Background: an optimization exercise with open tools, aiming at small area, a short achievable clock period and few clock cycles per item. Do not read the settings as production practice. The RTL was checked by simulation tests, not by an equivalence proof against the original design. No activity file was given, so power comes from the tool's default toggle rates.

==> design/flow/design.v <==
`timescale 1ns/10ps
package uop_pkg;
    typedef enum logic [5:0] {
        op_noop    = 6'd0,
        op_alu_reg = 6'd1,
        op_addi    = 6'd2,
        op_andi    = 6'd3,
        op_ori     = 6'd4,
        op_xori    = 6'd5
    } opcode_t;
    typedef enum logic [5:0] {
        fn_add = 6'd0,
        fn_sub = 6'd1,
        fn_and = 6'd2,
        fn_or  = 6'd3,
        fn_xor = 6'd4,
        fn_sll = 6'd5,
        fn_srl = 6'd6,
        fn_slt = 6'd7
    } alu_fn_t;
    typedef struct packed {
        logic [4:0] src_b;
        logic [4:0] pad;
        alu_fn_t    fn;
    } r_form_t;
    typedef union packed {
        r_form_t     r_form;
        logic [15:0] i_form;
    } operand_u;
    typedef struct packed {
        opcode_t    opcode;
        logic [4:0] target;
        logic [4:0] src_a;
        operand_u   operands;
    } uop_t;
    typedef struct packed {
        alu_fn_t                       fn;
        logic [$clog2(32)-1:0]  target;
        logic [32-1:0]              op_a;
        logic [32-1:0]              op_b;
    } rs_entry_t;
endpackage
`timescale 1ns/10ps
package core_pkg;
    typedef logic [$clog2(32)-1:0] reg_idx_t;
    typedef logic [32-1:0] data_t;
endpackage
`timescale 1ns/10ps
module register_file (
    input  logic        clk,
    input  logic        reset,
    input  logic [4:0]  rd_addr_a,
    input  logic [4:0]  rd_addr_b,
    input  logic        wr_en,
    input  logic [4:0]  wr_addr,
    input  logic [31:0] wr_data,
    output logic [31:0] rd_data_a,
    output logic [31:0] rd_data_b
);
    logic [31:0] regs [1:31];
    logic [31:1] vld;
    always_ff @(posedge clk) begin
        if (wr_en && wr_addr != 5'd0) begin
            regs[wr_addr] <= wr_data;
        end
    end
    always_ff @(posedge clk) begin
        if (reset) begin
            vld <= '0;
        end else if (wr_en && wr_addr != 5'd0) begin
            vld[wr_addr] <= 1'b1;
        end
    end
    always_comb begin
        rd_data_a = '0;
        rd_data_b = '0;
        for (int i = 1; i < 32; i++) begin
            if (rd_addr_a == 5'(i) && vld[i]) rd_data_a = regs[i];
            if (rd_addr_b == 5'(i) && vld[i]) rd_data_b = regs[i];
        end
    end
endmodule
`timescale 1ns/10ps
module alu_exec (
    input  logic [31:0] a,
    input  logic [31:0] b,
    input  logic        sel_add,    
    input  logic        sub,        
    input  logic        sel_and,
    input  logic        sel_or,
    input  logic        sel_xor,
    input  logic        sel_sll,
    input  logic        sel_srl,
    input  logic        sel_slt,
    output logic [31:0] y
);
    logic [31:0] sum;
    logic        lt;
    assign sum = a + (sub ? ~b : b) + {31'd0, sub};
    assign lt  = (a[31] != b[31]) ? a[31] : sum[31];
    assign y = ({32{sel_add}} & sum)
             | ({32{sel_and}} & (a & b))
             | ({32{sel_or}}  & (a | b))
             | ({32{sel_xor}} & (a ^ b))
             | ({32{sel_sll}} & (a << b[4:0]))
             | ({32{sel_srl}} & (a >> b[4:0]))
             | {31'd0, sel_slt & lt};
endmodule
`timescale 1ns/10ps
module uop_core (
    input  logic               clk,
    input  logic               reset,
    input  logic               uop_valid,
    input  logic [31:0]        uop,
    output logic               uop_ready,
    output logic               result_valid,
    output logic [4:0]         result_reg,
    output logic [31:0]        result_value
);
    logic       rdy;
    logic       take;
    logic [5:0] opc;
    logic [5:0] fn;
    logic       is_reg;
    logic       is_res;
    always_ff @(posedge clk) begin
        rdy <= !reset;
    end
    assign uop_ready = rdy;
    assign take      = uop_valid && rdy && !reset;
    assign opc       = uop[31:26];
    assign fn        = uop[5:0];
    assign is_reg    = (opc == 6'd1);
    assign is_res    = (opc >= 6'd1) && (opc <= 6'd5);
    logic        d_v;
    logic [4:0]  d_t;
    logic [4:0]  d_a;
    logic [4:0]  d_b;
    logic        d_reg;
    logic [15:0] d_imm;
    logic        d_sext;
    logic        d_add, d_sub, d_and, d_or, d_xor, d_sll, d_srl, d_slt;
    always_ff @(posedge clk) begin
        if (reset) begin
            d_v <= 1'b0;
        end else begin
            d_v <= take && is_res;
        end
    end
    always_ff @(posedge clk) begin
        d_t    <= uop[25:21];
        d_a    <= uop[20:16];
        d_b    <= uop[15:11];
        d_reg  <= is_reg;
        d_imm  <= uop[15:0];
        d_sext <= (opc == 6'd2) && uop[15];
        d_add  <= (opc == 6'd2) || (is_reg && (fn == 6'd0 || fn == 6'd1));
        d_sub  <= is_reg && (fn == 6'd1 || fn == 6'd7);
        d_and  <= (opc == 6'd3) || (is_reg && fn == 6'd2);
        d_or   <= (opc == 6'd4) || (is_reg && fn == 6'd3);
        d_xor  <= (opc == 6'd5) || (is_reg && fn == 6'd4);
        d_sll  <= is_reg && fn == 6'd5;
        d_srl  <= is_reg && fn == 6'd6;
        d_slt  <= is_reg && fn == 6'd7;
    end
    logic        e_v;
    logic        e_wr;
    logic [4:0]  e_t;
    logic        w_v;
    logic        w_wr;
    logic [4:0]  w_t;
    logic [31:0] w_val;
    logic [31:0] rf_a;
    logic [31:0] rf_b;
    register_file rf0 (
        .clk, .reset,
        .rd_addr_a(d_a), .rd_addr_b(d_b),
        .wr_en(w_wr), .wr_addr(w_t), .wr_data(w_val),
        .rd_data_a(rf_a), .rd_data_b(rf_b)
    );
    logic        hit_e_a, hit_e_b, hit_w_a, hit_w_b;
    logic [31:0] r_op_a;
    logic [31:0] r_op_b;
    assign hit_e_a = e_wr && (e_t == d_a);
    assign hit_w_a = w_wr && (w_t == d_a);
    assign hit_e_b = d_reg && e_wr && (e_t == d_b);
    assign hit_w_b = d_reg && w_wr && (w_t == d_b);
    assign r_op_a = hit_w_a ? w_val : rf_a;
    assign r_op_b = !d_reg  ? {{16{d_sext}}, d_imm} :
                    hit_w_b ? w_val : rf_b;
    logic        e_fa, e_fb;
    logic [31:0] e_a, e_b;
    logic        e_add, e_sub, e_and, e_or, e_xor, e_sll, e_srl, e_slt;
    always_ff @(posedge clk) begin
        if (reset) begin
            e_v  <= 1'b0;
            e_wr <= 1'b0;
        end else begin
            e_v  <= d_v;
            e_wr <= d_v && (d_t != 5'd0);
        end
    end
    always_ff @(posedge clk) begin
        e_t   <= d_t;
        e_fa  <= hit_e_a;
        e_fb  <= hit_e_b;
        e_a   <= r_op_a;
        e_b   <= r_op_b;
        e_add <= d_add;
        e_sub <= d_sub;
        e_and <= d_and;
        e_or  <= d_or;
        e_xor <= d_xor;
        e_sll <= d_sll;
        e_srl <= d_srl;
        e_slt <= d_slt;
    end
    logic [31:0] x_a, x_b, x_y;
    assign x_a = e_fa ? w_val : e_a;
    assign x_b = e_fb ? w_val : e_b;
    alu_exec alu0 (
        .a(x_a), .b(x_b),
        .sel_add(e_add), .sub(e_sub), .sel_and(e_and), .sel_or(e_or),
        .sel_xor(e_xor), .sel_sll(e_sll), .sel_srl(e_srl), .sel_slt(e_slt),
        .y(x_y)
    );
    always_ff @(posedge clk) begin
        if (reset) begin
            w_v  <= 1'b0;
            w_wr <= 1'b0;
        end else begin
            w_v  <= e_v;
            w_wr <= e_wr;
        end
    end
    always_ff @(posedge clk) begin
        w_t   <= e_t;
        w_val <= x_y;
    end
    assign result_valid = w_v;
    assign result_reg   = w_t;
    assign result_value = w_val;
endmodule
==> design/flow/run.sh <==
#!/bin/bash
# synth_recipe.tcl (not shown) runs the flow's synth.tcl, then flattens the netlist and writes it again
# the make line also repeats each setting of config.mk as NAME=value (left out here)
make -C /OpenROAD-flow-scripts/flow DESIGN_CONFIG=/design/flow/config.mk WORK_HOME=/design/flow/orfs CLKGATE_MAP_FILE= SYNTH_SCRIPT=/design/flow/synth_recipe.tcl finish
==> design/flow/config.mk <==
export PLATFORM = sky130hd
export DESIGN_NAME = uop_core
export DESIGN_NICKNAME = uop_core
export VERILOG_FILES = /design/flow/design.v
export SDC_FILE = /design/flow/constraint.sdc
export NUM_CORES = 4
export LEC_CHECK = 0
export CAP_MARGIN = 20
export CORE_MARGIN = 2
export CORE_UTILIZATION = 40
export SLEW_MARGIN = 20
==> design/flow/constraint.sdc <==
create_clock -name core_clock -period 5.5 [get_ports {clk}]
set_input_delay 1.1000 -clock core_clock [delete_from_list [all_inputs] [get_ports {clk}]]
set_output_delay 1.1000 -clock core_clock [all_outputs]
set_load 0.01 [all_outputs]
==> impl_metrics.ini, run 1 <==
[final_layout]
largest_reg_flops = 992
drive_gt1_share_pct = 11.0
multi_input_area_mm2 = 0.0208
regMostFlops = rf0.regs
areaGrowthSynthToFinish_pct = 14.4
layout.area.seq_mm2 = 0.0336
postLayoutCoreUtil_pct = 45.9
nets = 4922
layout.cells.non_filler = 6764
fill_cells = 12400

[yosys]
postSynthRegisterBits = 1181
ys.flop_type = edfxtp_1
ys_warn_count = 2
async_flop_share_pct = 0
synth-edff-count = 992
syn_area_per_cell_um2 = 11.8
synthesis.area_mm2 = 0.0558
postSynthCellCount = 4749
synth_nets = 4892
yosysTopAreaCell = edfxtp_1
ys_types = 77
yosys.area.top_type_share_pct = 53.4
synth_area_leaders = edfxtp_1 (53%), dfxtp_1 (6.8%), a22oi_1 (3.9%)
synth_seq_area_share_pct = 60.2

[sta]
relSlewSlack_pct = 25.2
tightest_slew_ns = 1.12
finClkSkew_ns = 0.0346
rsz0062_at_grt = false
min_period_over_period_pct = 86.1
report.final.slew_viol_count = 0
clock.fmax_mhz = 211
worst_hold_slack_ns = 0.326
hold_viol_final = 0
setup_viol = 0
setup_tns_ns = 0
period_minus_slack_ns = 4.73

[die]
dieArea_mm2 = 0.143
core_mm2 = 0.139
start_util_pct = 40.1
die_x_um = 378
die_h_um = 378
ioPinCount = 74
rows = 137

[critical_path]
cpPeakStageDelay_ns = 0.55
crit_arrival_ns = 5.37
path_class = flop to flop
critPathMaxFanout = 21
cp_top_family = compound AO/OA/AOI/OAI gates
startpoint_type = flop
worstSetupEndpointType = flop
cpMaxStageDelayCell = dfxtp_2
cpMostUsedCell = mux2i_1
required_ns = 6.13
path_buf_inv = 2
path_cells = buf_4, mux2i_1, inv_1, ha_1, or3_1, a2111o_1, or4_1, a211oi_2, o21ai_1, a21o_1, o22ai_2, mux2i_1, a311o_1

[place]
port_buffers = 73
hpwl_mm = 145
post-place-cells = 6517
gp_congestion = 0.999

[global_route]
grt_overflow_total = 0
grt_max_degree = 61
antenna_found_initial = 2
grt_pass1_vias = 43400
grtUsageTotal_pct = 29.6
grt_pass1_wl_mm = 307

[clock_network]
cts-htree-levels = 4
cts_buffers = 131
cts.sinks = 1181
clk_latency_ns = 0.77
path_clk_slew_ns = 0.06
postCtsResizedCells = 0
clock_path_buffers = 3
cts-root-buf = clkbuf_16
ctsHoldBuffers = 0
postCtsSetupBuffers = 0
cts_tree = done

[routing]
vias_per_cell = 6.77
drtIter0Drc = 8326
antenna_left = 0
drc = 0
vias = 45800
wl_per_cell_um = 32.1
firstDrtPassIters = 13
totalWireLength_mm = 217

[power_and_ir_drop]
p_clk_share_pct = 47.1
p_sw_mw = 4.12
ir_drop_mv = 0.299
swShare_pct = 21.5
power.density_mw_per_mm2 = 300
p_comb_share_pct = 2.5
seqPwrFrac_pct = 50.4
p_leak_nw = 21.7
intPower_mw = 15.0

[flow_run]
cap_violations = 0

[min_path]
min_path_type = flop to flop

[run_status]
run_status = timing/DRC/antenna clean
-- area by class of cell --
type | count | share of cell area, %
sequential | 1181 | 52.6
multi-input combinational | 3090 | 32.5
clock buffer | 166 | 5.57
timing repair buffer | 277 | 3.76
tap | 1876 | 3.68
clock inverter | 75 | 1.30
inverter | 98 | 0.576
antenna | 1 | 0.00392
-- metrics by stage --
stage               cell area (µm²)  total power [mW]  setup slack (ns)
finish                        63800              19.2             0.767
global route                  63800              19.6             0.423
CTS                           63700              19.2             0.870
detailed placement            59400              10.3             0.903
global placement              59300              10.3             0.939
floorplan                     55800              10.1             0.998
-- metal layers --
| metal | vias up | routed length (µm) | track usage (%) | part of all wire (%) |
|---|---|---|---|---|
| met5 | - | 30 | 0 | 0.014 |
| met4 | 4 | 13000 | 15.8 | 6.0 |
| met3 | 637 | 25800 | 5.96 | 12 |
| met2 | 3579 | 93800 | 44.2 | 43 |
| met1 | 22600 | 84700 | 40.6 | 39 |
| li1 | 19000 | - | - | - |
-- path summary, 6_finish.rpt --
kind	startpoint	endpoint	slack, ns	cells past startpoint
setup / recovery	e_fa	w_val[0]	0.77	13
hold / removal	d_or	e_or	0.33	0
setup reg to reg	e_fa	w_val[0]	0.77	13
hold reg to reg	d_or	e_or	0.33	0
-- cell usage in the layout, fill, tap and decap left out, types with 30 or more instances in the layout --
cell	instances
a31o_1	30
o221a_2	30
clkdlybuf4s50_1	73
o21ai_1	79
a211oi_1	47
edfxtp_1	992
a22oi_1	289
o21ai_0	80
nor2_1	319
or3_1	36
a22o_1	51
mux2i_1	134
nor3_1	42
o22ai_1	218
buf_4	193
inv_1	85
dfxtp_1	186
a221oi_1	114
ha_1	107
xnor2_1	50
o221ai_1	60
nand2_1	228
and3_1	97
nand3_1	245
a31oi_1	43
a222oi_1	100
clkbuf_16	135
a21oi_1	322
-- power by group through the flow --
stage               combinational, mW  clock, mW  sequential [mW]
floorplan                       0.278          0             9.82
global placement                0.464          0             9.84
detailed placement              0.467          0             9.84
CTS                             0.469       9.08             9.65
global route                    0.509       9.43             9.65
finish                          0.485       9.02             9.65
-- kinds of logic after synthesis --
group,synth area share (%)
fa+ha+maj,2.43
xor+xnor,1.19
buf+inv,3.24
flops,60.2
compound gates,20.4
mux,2.98
simple gates,9.65
-- cells in the mapped netlist (all sizes together), types with 60 or more instances --
cell,count
edfxtp,992
nor2,347
clkbuf,346
a21oi,323
a22oi,289
nand3,249
nand2,229
o22ai,219
dfxtp,189
o21ai,160
mux2i,138
a221oi,114
ha,107
and3,104
a222oi,100
inv,97
o221ai,60
Testbench counts, summed over its fixed seeds: cycles 16,031, items 16,000.
==> run 2: changes to the inputs <==
--- a/design/flow/design.v
+++ b/design/flow/design.v
@@ -72,12 +72,13 @@
         end
     end
+    logic [31:0] rv [0:31];
+    logic [31:0] vv;
     always_comb begin
-        rd_data_a = '0;
-        rd_data_b = '0;
-        for (int i = 1; i < 32; i++) begin
-            if (rd_addr_a == 5'(i) && vld[i]) rd_data_a = regs[i];
-            if (rd_addr_b == 5'(i) && vld[i]) rd_data_b = regs[i];
-        end
-    end
+        rv[0] = '0;
+        for (int i = 1; i < 32; i++) rv[i] = regs[i];
+    end
+    assign vv = {vld, 1'b0};
+    assign rd_data_a = vv[rd_addr_a] ? rv[rd_addr_a] : '0;
+    assign rd_data_b = vv[rd_addr_b] ? rv[rd_addr_b] : '0;
 endmodule
 `timescale 1ns/10ps
@@ -95,7 +96,29 @@
     output logic [31:0] y
 );
+    logic [31:0] bx;
+    logic [31:0] p;
+    logic [31:0] g [0:5];
+    logic [31:0] pp [0:5];
     logic [31:0] sum;
     logic        lt;
-    assign sum = a + (sub ? ~b : b) + {31'd0, sub};
+    assign bx = b ^ {32{sub}};
+    assign p  = a ^ bx;
+    always_comb begin
+        g[0]  = a & bx;
+        g[0][0] = g[0][0] | (p[0] & sub);
+        pp[0] = p;
+        for (int l = 0; l < 5; l++) begin
+            for (int i = 0; i < 32; i++) begin
+                if (i >= (1 << l)) begin
+                    g[l+1][i]  = g[l][i] | (pp[l][i] & g[l][i - (1 << l)]);
+                    pp[l+1][i] = pp[l][i] & pp[l][i - (1 << l)];
+                end else begin
+                    g[l+1][i]  = g[l][i];
+                    pp[l+1][i] = pp[l][i];
+                end
+            end
+        end
+    end
+    assign sum = p ^ {g[5][30:0], sub};
     assign lt  = (a[31] != b[31]) ? a[31] : sum[31];
     assign y = ({32{sel_add}} & sum)
@@ -141,27 +164,19 @@
     logic        d_sext;
     logic        d_add, d_sub, d_and, d_or, d_xor, d_sll, d_srl, d_slt;
-    always_ff @(posedge clk) begin
-        if (reset) begin
-            d_v <= 1'b0;
-        end else begin
-            d_v <= take && is_res;
-        end
-    end
-    always_ff @(posedge clk) begin
-        d_t    <= uop[25:21];
-        d_a    <= uop[20:16];
-        d_b    <= uop[15:11];
-        d_reg  <= is_reg;
-        d_imm  <= uop[15:0];
-        d_sext <= (opc == 6'd2) && uop[15];
-        d_add  <= (opc == 6'd2) || (is_reg && (fn == 6'd0 || fn == 6'd1));
-        d_sub  <= is_reg && (fn == 6'd1 || fn == 6'd7);
-        d_and  <= (opc == 6'd3) || (is_reg && fn == 6'd2);
-        d_or   <= (opc == 6'd4) || (is_reg && fn == 6'd3);
-        d_xor  <= (opc == 6'd5) || (is_reg && fn == 6'd4);
-        d_sll  <= is_reg && fn == 6'd5;
-        d_srl  <= is_reg && fn == 6'd6;
-        d_slt  <= is_reg && fn == 6'd7;
-    end
+    assign d_v    = take && is_res;
+    assign d_t    = uop[25:21];
+    assign d_a    = uop[20:16];
+    assign d_b    = uop[15:11];
+    assign d_reg  = is_reg;
+    assign d_imm  = uop[15:0];
+    assign d_sext = (opc == 6'd2) && uop[15];
+    assign d_add  = (opc == 6'd2) || (is_reg && (fn == 6'd0 || fn == 6'd1));
+    assign d_sub  = is_reg && (fn == 6'd1 || fn == 6'd7);
+    assign d_and  = (opc == 6'd3) || (is_reg && fn == 6'd2);
+    assign d_or   = (opc == 6'd4) || (is_reg && fn == 6'd3);
+    assign d_xor  = (opc == 6'd5) || (is_reg && fn == 6'd4);
+    assign d_sll  = is_reg && fn == 6'd5;
+    assign d_srl  = is_reg && fn == 6'd6;
+    assign d_slt  = is_reg && fn == 6'd7;
     logic        e_v;
     logic        e_wr;
@@ -189,6 +204,6 @@
     assign r_op_b = !d_reg  ? {{16{d_sext}}, d_imm} :
                     hit_w_b ? w_val : rf_b;
-    logic        e_fa, e_fb;
     logic [31:0] e_a, e_b;
+    logic [31:0] x_y;
     logic        e_add, e_sub, e_and, e_or, e_xor, e_sll, e_srl, e_slt;
     always_ff @(posedge clk) begin
@@ -203,8 +218,6 @@
     always_ff @(posedge clk) begin
         e_t   <= d_t;
-        e_fa  <= hit_e_a;
-        e_fb  <= hit_e_b;
-        e_a   <= r_op_a;
-        e_b   <= r_op_b;
+        e_a   <= hit_e_a ? x_y : r_op_a;
+        e_b   <= hit_e_b ? x_y : r_op_b;
         e_add <= d_add;
         e_sub <= d_sub;
@@ -216,9 +229,6 @@
         e_slt <= d_slt;
     end
-    logic [31:0] x_a, x_b, x_y;
-    assign x_a = e_fa ? w_val : e_a;
-    assign x_b = e_fb ? w_val : e_b;
     alu_exec alu0 (
-        .a(x_a), .b(x_b),
+        .a(e_a), .b(e_b),
         .sel_add(e_add), .sub(e_sub), .sel_and(e_and), .sel_or(e_or),
         .sel_xor(e_xor), .sel_sll(e_sll), .sel_srl(e_srl), .sel_slt(e_slt),
--- a/design/flow/config.mk
+++ b/design/flow/config.mk
@@ -9,3 +9,4 @@
 export CORE_MARGIN = 2
 export CORE_UTILIZATION = 40
+export SETUP_SLACK_MARGIN = 2.5
 export SLEW_MARGIN = 20
==> run 2 against run 1 <==
Wire length up 40%; die area down 2.4%; sequential power down 3.2%; via count up 12%; global-route usage up 12 points; largest cell class unchanged; sequential cell count down 39; clock skew up 0.039 ns; combinational power rose to 2.7 times the previous value; highest routed layer unchanged; design area up 7.7%; final cell count up 0.49%.
==> impl_metrics.ini, run 2 <==
[sta]
rsz0062_at_grt = true
worst_hold_slack_ns = 0.395
setup_ws_ns = 2.13
tightest_slew_ns = 1.26
report.final.slew_viol_count = 0
relSlewSlack_pct = 15.5
setup_tns_ns = 0
clock.fmax_mhz = 297
hold_viol_final = 0
finClkSkew_ns = 0.0736
period_minus_slack_ns = 3.37
setup_viol = 0
min_period_over_period_pct = 61.2

[die]
dieArea_mm2 = 0.139
rows = 135
die_x_um = 373
ioPinCount = 74
die_h_um = 373
start_util_pct = 40.2
core_mm2 = 0.135

[critical_path]
crit_arrival_ns = 4.06
required_ns = 6.19
cp_top_family = compound AO/OA/AOI/OAI gates
path_class = flop to flop
path_buf_inv = 1
cpPeakStageDelay_ns = 0.53
worstSetupEndpointType = flop
startpoint_type = flop
path_cells = buf_12, xor2_2, ha_4, nand2_2, o211ai_1, or3b_4, a21oi_4, nand4b_1, o31ai_2, a221o_1, mux2_4
critPathMaxFanout = 7
cpMaxStageDelayCell = or3b_4

[final_layout]
fin_area_mm2 = 0.0687
layout_common_cells = edfxtp_1 (992), a22oi_1 (877), buf_4 (374)
nets = 5052
drive_gt1_share_pct = 24.4
postLayoutCoreUtil_pct = 50.8
layout_commonest_cell = edfxtp_1
fill_cells = 11500
regMostFlops = rf0.regs
largest_reg_flops = 992
areaGrowthSynthToFinish_pct = 26.3

[routing]
antenna_left = 0
drtIter0Drc = 12900
firstDrtPassIters = 13
drc = 0
wl_met2_mm = 120
totalWireLength_mm = 303
vias_per_cell = 7.55
wl_per_cell_um = 44.6
wl_met3_mm = 52.6
dr.max_layer_used = met5
wl_met1_mm = 99.4
vias = 51300

[yosys]
synth_seq_area_share_pct = 60.2
synth_commonest_cells = edfxtp_1 (992), a22oi_1 (883), nand2_1 (354)
postSynthRegisterBits = 1142
yosysTopAreaCell = edfxtp_1
yosys.area.top_type_share_pct = 54.7
synth_most_common_cell = edfxtp_1
syn_area_per_cell_um2 = 12.2
ys.flop_type = edfxtp_1
synth_area_leaders = edfxtp_1 (55%), a22oi_1 (12%), dfxtp_1 (5.5%)
ys_warn_count = 6
synth_nets = 4608
postSynthCellCount = 4465
synthesis.area_mm2 = 0.0544
synth-edff-count = 992
async_flop_share_pct = 0
ys_types = 79

[clock_network]
cts-htree-levels = 3
cts.sinks = 1142
clk_latency_ns = 0.81
cts_tree = done
cts-root-buf = clkbuf_16
ctsHoldBuffers = 0
clock_path_buffers = 3
path_clk_slew_ns = 0.07
cts_buffers = 117

[place]
hpwl_mm = 183
dp_slack_ns = 0.229
gp_congestion = 1.05
port_buffers = 73
dpl_cell_area_mm2 = 0.0600

[global_route]
grt_pass1_vias = 47300
grt_overflow_total = 0
antenna_found_initial = 15
grt_pass1_wl_mm = 403
grt_max_degree = 61
grtUsageTotal_pct = 42.1

[power_and_ir_drop]
p_leak_nw = 22.4
ir_drop_mv = 0.263
power.density_mw_per_mm2 = 274

[min_path]
min_path_type = flop to flop

[run_status]
run_status = timing/DRC/antenna clean

[flow_run]
cap_violations = 0
==> run 2: path summary, 6_finish.rpt <==
| path | end | slack [ns] | from | cells past startpoint |
|---|---|---|---|---|
| worst max-delay path | e_a[15] | 2.13 | e_sub | 11 |
| worst min-delay path | w_t[4] | 0.40 | e_t[4] | 0 |
| worst max register to register | e_a[15] | 2.13 | e_sub | 11 |
| worst min register to register | w_t[4] | 0.40 | e_t[4] | 0 |
==> run 2: cells by family (layout without fill, tap and decap cells) <==
group           count (synthesis)  after routing  synth area share, %
flops                        1142           1142                 60.2
other cells                     0              4                    0
compound gates               1488           1488                 19.6
buf+inv                       426            973                 3.15
mux                           132            132                 3.98
fa+ha+maj                     108            108                 2.50
simple gates                 1095           1095                 9.32
xor+xnor                       74             74                 1.19
==> run 2: where the power goes <==
| group | switching, mW | internal (mW) | leakage [nW] |
|---|---|---|---|
| Sequential | 0.0337 | 9.31 | 8.52 |
| Clock | 3.69 | 4.50 | 1.88 |
| Combinational | 0.838 | 0.488 | 12.0 |
==> run 2: layout make-up <==
| type | count | area, µm² | share of cell area, % |
|---|---|---|---|
| Antenna cell | 4 | 10.0 | 0.0146 |
| Timing Repair Buffer | 643 | 7130 | 10.4 |
| Clock inverter | 69 | 747 | 1.09 |
| Multi-Input combinational cell | 2897 | 22200 | 32.3 |
| Sequential cell | 1142 | 32900 | 47.8 |
| Inverter | 108 | 414 | 0.602 |
| Tap cell | 1781 | 2230 | 3.24 |
| Clock buffer | 153 | 3140 | 4.57 |
==> run 2: metal layers <==
metal | vias up | global-route usage, %
met5 | - | 0.559
met4 | 28 | 31.7
met3 | 1871 | 19.7
met2 | 5975 | 58.4
met1 | 24700 | 50.3
li1 | 18800 | -
==> run 2: through the flow <==
step	total power, mW	std cells
finish	18.9	6797
global route	19.2	6793
CTS	18.7	6746
detailed placement	10.6	6301
global placement	10.6	6299
floorplan	10.1	4465
==> run 2: timing repair <==
item | in CTS | in global routing
hold endpoints to repair | 0 | 0
setup endpoints to repair | 475 | 203
cloned | 7 | 1
buffers inserted | 216 | 44
pin swaps | 132 | 57
resized for setup | 425 | 106
Testbench counts of run 2, summed over its fixed seeds: cycles 16,023, items 16,000.

## re-timing with driven ports
How much do the figures lean on ideal ports? The routed layouts below were timed once more, with nothing changed but the port constraints.
Step 1, drivers: a clkbuf_16 drives clk and a buf_2 each remaining input, both assumed.
Step 2, shift: input delay + t, output delay - t, t = (earliest + latest rising clock arrival at the registers) / 2. This alone moves slack from input paths to output paths.
a / b / c = no drivers / after step 1 / after step 2; a / b = the first two.
| run | t (ns) | setup slack, ns | hold WS [ns] | worst setup path after step 2 | worst slew at a driven data input, ns |
|---|---|---|---|---|---|
| run 1 | 0.833 | 0.767 / 0.767 / 0.767 | 0.326 / 0.326 / 0.326 | register to register | 0.06 |
| run 2 | 0.851 | 2.133 / 2.133 / 1.468 | 0.395 / 0.395 / 0.395 | input to register | 0.10 |
After both steps setup and hold are still met in every run listed. For run 2, which loses most, drivers alone change the setup slack by 0.000 ns; drivers and shift together by -0.665 ns.
